This is an optimization exercise on Yosys and OpenROAD, whose aim is small area, a short achievable clock period and few clock cycles, not a production implementation.
Function was checked by simulation only, so behaviour that the tests miss may differ from the original.
Power figures rest on the tool's default switching activity, not on a simulated workload.

Design rv_core, start of the top module:
module rv_core (
    input  logic             clk_in,
    input  logic             reset_in,
    output logic             wb_we,
    output logic             wb_stb,
    output logic             wb_cyc,
    output logic [32-1:0] wb_wdata,
    output logic [32-1:0] wb_addr,
    input  logic             wb_ack,
    input  logic [32-1:0] wb_rdata
);
    logic        run_q;       
    logic        mem_q;       
    logic        we_q;
    logic [29:0] addr_q;      
    logic [31:0] wdata_q;
    logic        ld_q;        
    logic [4:0]  ld_rd_q;
    assign wb_stb   = run_q;
    assign wb_cyc   = run_q;
    assign wb_we    = we_q;
    assign wb_addr  = {addr_q, 2'b00};
    assign wb_wdata = wdata_q;
    logic adv;
    assign adv = run_q & wb_ack;
    logic        x_valid;
    logic [29:0] x_pc;
    logic [31:0] x_rs1;
    logic [31:0] x_opb;        
    logic [12:0] x_imm;        
    logic [4:0]  x_rd;
    logic        x_ld1;        
    logic        x_ld2;        
    logic        x_opb_rs2;    
    logic        x_sub;        
    logic        x_sleft;      
    logic        x_sra;        
    logic        x_r_add, x_r_sll, x_r_slt, x_r_sltu, x_r_xor, x_r_sr, x_r_or, x_r_and;
    logic        x_r_link;
    logic        x_beq, x_bne, x_blt, x_bge, x_bltu, x_bgeu;
    logic        x_branch;
    logic        x_jalr;
    logic        x_jal;
    logic        x_use_sum;    
    logic        x_mem;        
    logic        x_store;
    logic        x_ld_wr;      
    logic        x_wr;         
    logic [31:0] regs [1:31];
    logic [32:0] sum33;
    logic [31:0] sum;
    logic        lt_u;
    logic        lt_s;
    logic        eq;
    logic        taken;
    logic [31:0] tgt_base;
    logic [31:0] tgt_off;
    logic [31:0] tgt32;
    logic [29:0] tgt;
    logic [29:0] link;
    logic [31:0] shrev;
    logic [31:0] shin;
    logic [32:0] shx;
    logic [31:0] shr;
    logic [31:0] shl;
    logic [31:0] result;
    logic        redirect;
    logic        ex_go;
  ...
For scale: about 5,200 cells after synthesis, ~1,200 flip-flops, ~100 I/O pins, ~62,000 um^2 of cells after synthesis.
==> flow/config.mk <==
export PLATFORM = sky130hd
export DESIGN_NAME = rv_core
export DESIGN_NICKNAME = rv_core
export VERILOG_FILES = /design/flow/design.v
export SDC_FILE = /design/flow/constraint.sdc
export NUM_CORES = 4
export LEC_CHECK = 0
export ABC_CLOCK_PERIOD_IN_PS = 5000
export CAP_MARGIN = 20
export CORE_MARGIN = 2
export CORE_UTILIZATION = 35
export CTS_BUF_LIST = sky130_fd_sc_hd__clkbuf_16
export CTS_CLUSTER_DIAMETER = 100
export CTS_CLUSTER_SIZE = 20
export PLACE_DENSITY = 0.5
export SLEW_MARGIN = 20
==> flow/constraint.sdc <==
create_clock -name core_clock -period 10.0 [get_ports {clk_in}]
set_input_delay 2.0000 -clock core_clock [delete_from_list [all_inputs] [get_ports {clk_in}]]
set_output_delay 2.0000 -clock core_clock [all_outputs]
set_load 0.01 [all_outputs]
standard.sh (not shown) runs the stock make flow with config.mk's settings and CLKGATE_MAP_FILE= SYNTH_SCRIPT=/design/flow/synth_recipe.tcl, a recipe that flattens the netlist after the stock synthesis.
==> flow/flow/run.sh <==
#!/bin/bash
# The standard layout (the standard.sh, unchanged synthesis), with the
# setup repair told to aim 6.15 ns below the 10 ns clock, so that it keeps
# sizing the critical paths past the point where the clock is just met.
set -o pipefail
export SETUP_SLACK_MARGIN=6.15
bash standard.sh > standard.log 2>&1
Testbench counts at the start, summed over its fixed seeds: cycles 14,862.
Rerun with:
==> flow/flow/run.sh (replaced) <==
#!/bin/bash
# The standard layout (the standard.sh, unchanged synthesis), with the
# setup repair told to aim 6 ns below the 10 ns clock, so that it keeps
# sizing the critical paths past the point where the clock is just met.
set -o pipefail
export SETUP_SLACK_MARGIN=6
bash standard.sh > standard.log 2>&1
Effect: The changed run finished with timing, DRC and antenna clean; hold slack stays flat; synthesized cell count stays the same; core utilization fell by 1.1 points; sequential cell count does not change; routed wire length went down by 0.82%.

========
Starting RTL as in the previous note.
Settings: LEC_CHECK=0, ABC_CLOCK_PERIOD_IN_PS=5000, CAP_MARGIN=20, CORE_MARGIN=2, CORE_UTILIZATION=30, CTS_BUF_LIST=sky130_fd_sc_hd__clkbuf_16, CTS_CLUSTER_DIAMETER=100, CTS_CLUSTER_SIZE=20, PLACE_DENSITY=0.45, SLEW_MARGIN=20; clock period 10.0 ns.
==> flow/flow/run.sh <==
#!/bin/bash
# The standard layout (the standard.sh, unchanged synthesis), with the
# setup repair told to aim 6 ns below the 10 ns clock, so that it keeps
# sizing the critical paths past the point where the clock is just met.
set -o pipefail
export SETUP_SLACK_MARGIN=6
bash standard.sh > standard.log 2>&1
The starting point completed without violations.
Testbench counts at the start, summed over its fixed seeds: cycles 14,862.
Next try:
--- a/flow/config.mk
+++ b/flow/config.mk
@@ -10,3 +10,3 @@
 export CORE_MARGIN = 2
-export CORE_UTILIZATION = 30
+export CORE_UTILIZATION = 50
 export CTS_BUF_LIST = sky130_fd_sc_hd__clkbuf_16
@@ -14,3 +14,3 @@
 export CTS_CLUSTER_SIZE = 20
-export PLACE_DENSITY = 0.45
+export PLACE_DENSITY = 0.65
 export SLEW_MARGIN = 20
Final cell count fell by about a fifth.
Clock skew went down by 0.019 ns.
First-iteration DRC count rises by a quarter to a third.
Final area came out lower by a few percent.
Die area is lower by well over a third.
Setup slack gets worse by 0.14 ns.
Count of clock-buffer cells in the layout is higher by 2.
Routed wire length came out lower by roughly a tenth.
Sequential power is about the same.
Synthesized cell count is unchanged.
Next try:
--- a/flow/config.mk
+++ b/flow/config.mk
@@ -10,3 +10,3 @@
 export CORE_MARGIN = 2
-export CORE_UTILIZATION = 50
+export CORE_UTILIZATION = 40
 export CTS_BUF_LIST = sky130_fd_sc_hd__clkbuf_16
@@ -14,3 +14,3 @@
 export CTS_CLUSTER_SIZE = 20
-export PLACE_DENSITY = 0.65
+export PLACE_DENSITY = 0.55
 export SLEW_MARGIN = 20
Result: Clock skew rose by 0.021 ns. Design area rose by 1.9%. Worst setup slack gets better by 0.12 ns. Sequential share of layout area fell by 0.93 points. Sequential cell count stays the same. Routed wire length rose by 6.8%. Final cell count rose by 6.8%. Power rose by 0.49%. Non-clock buffer count rose by 55. Critical path depth rose by 1.

==> static timing again, ports no longer ideal <==
The flow's constraints put no driver on any port. The routed layouts listed below were extracted and timed again, unchanged, in two steps.
Step 1: set_driving_cell puts a clkbuf_16 on clk_in and a buf_2 on each other input, an assumption about the parent block.
Step 2 moves the port delays by t, midway between the first and last clock arrival at a register: inputs arrive t later, outputs are due t later. That takes back most of the time a late clock gives input paths.
a / b / c = no drivers / after step 1 / after step 2; a / b = the first two.
run	t, ns	setup WS [ns]	worst hold slack (ns)
the first run of note 1	0.830	5.907 / 5.907 / 5.210	0.493 / 0.493 / 0.493
the second run of note 1	0.815	5.887 / 5.887 / 5.074	0.491 / 0.491 / 0.491
the first run of note 2	0.844	5.874 / 5.874 / 5.042	0.484 / 0.484 / 0.484
the second run of note 2	0.815	5.738 / 5.789 / 4.975	0.503 / 0.503 / 0.503
the third run of note 2	0.804	5.856 / 5.873 / 5.069	0.527 / 0.527 / 0.527
After both steps setup and hold are still met in every run listed. The setup slack of the first run of note 2, which loses most, moves by 0.000 ns with the drivers and by -0.832 ns with both steps.
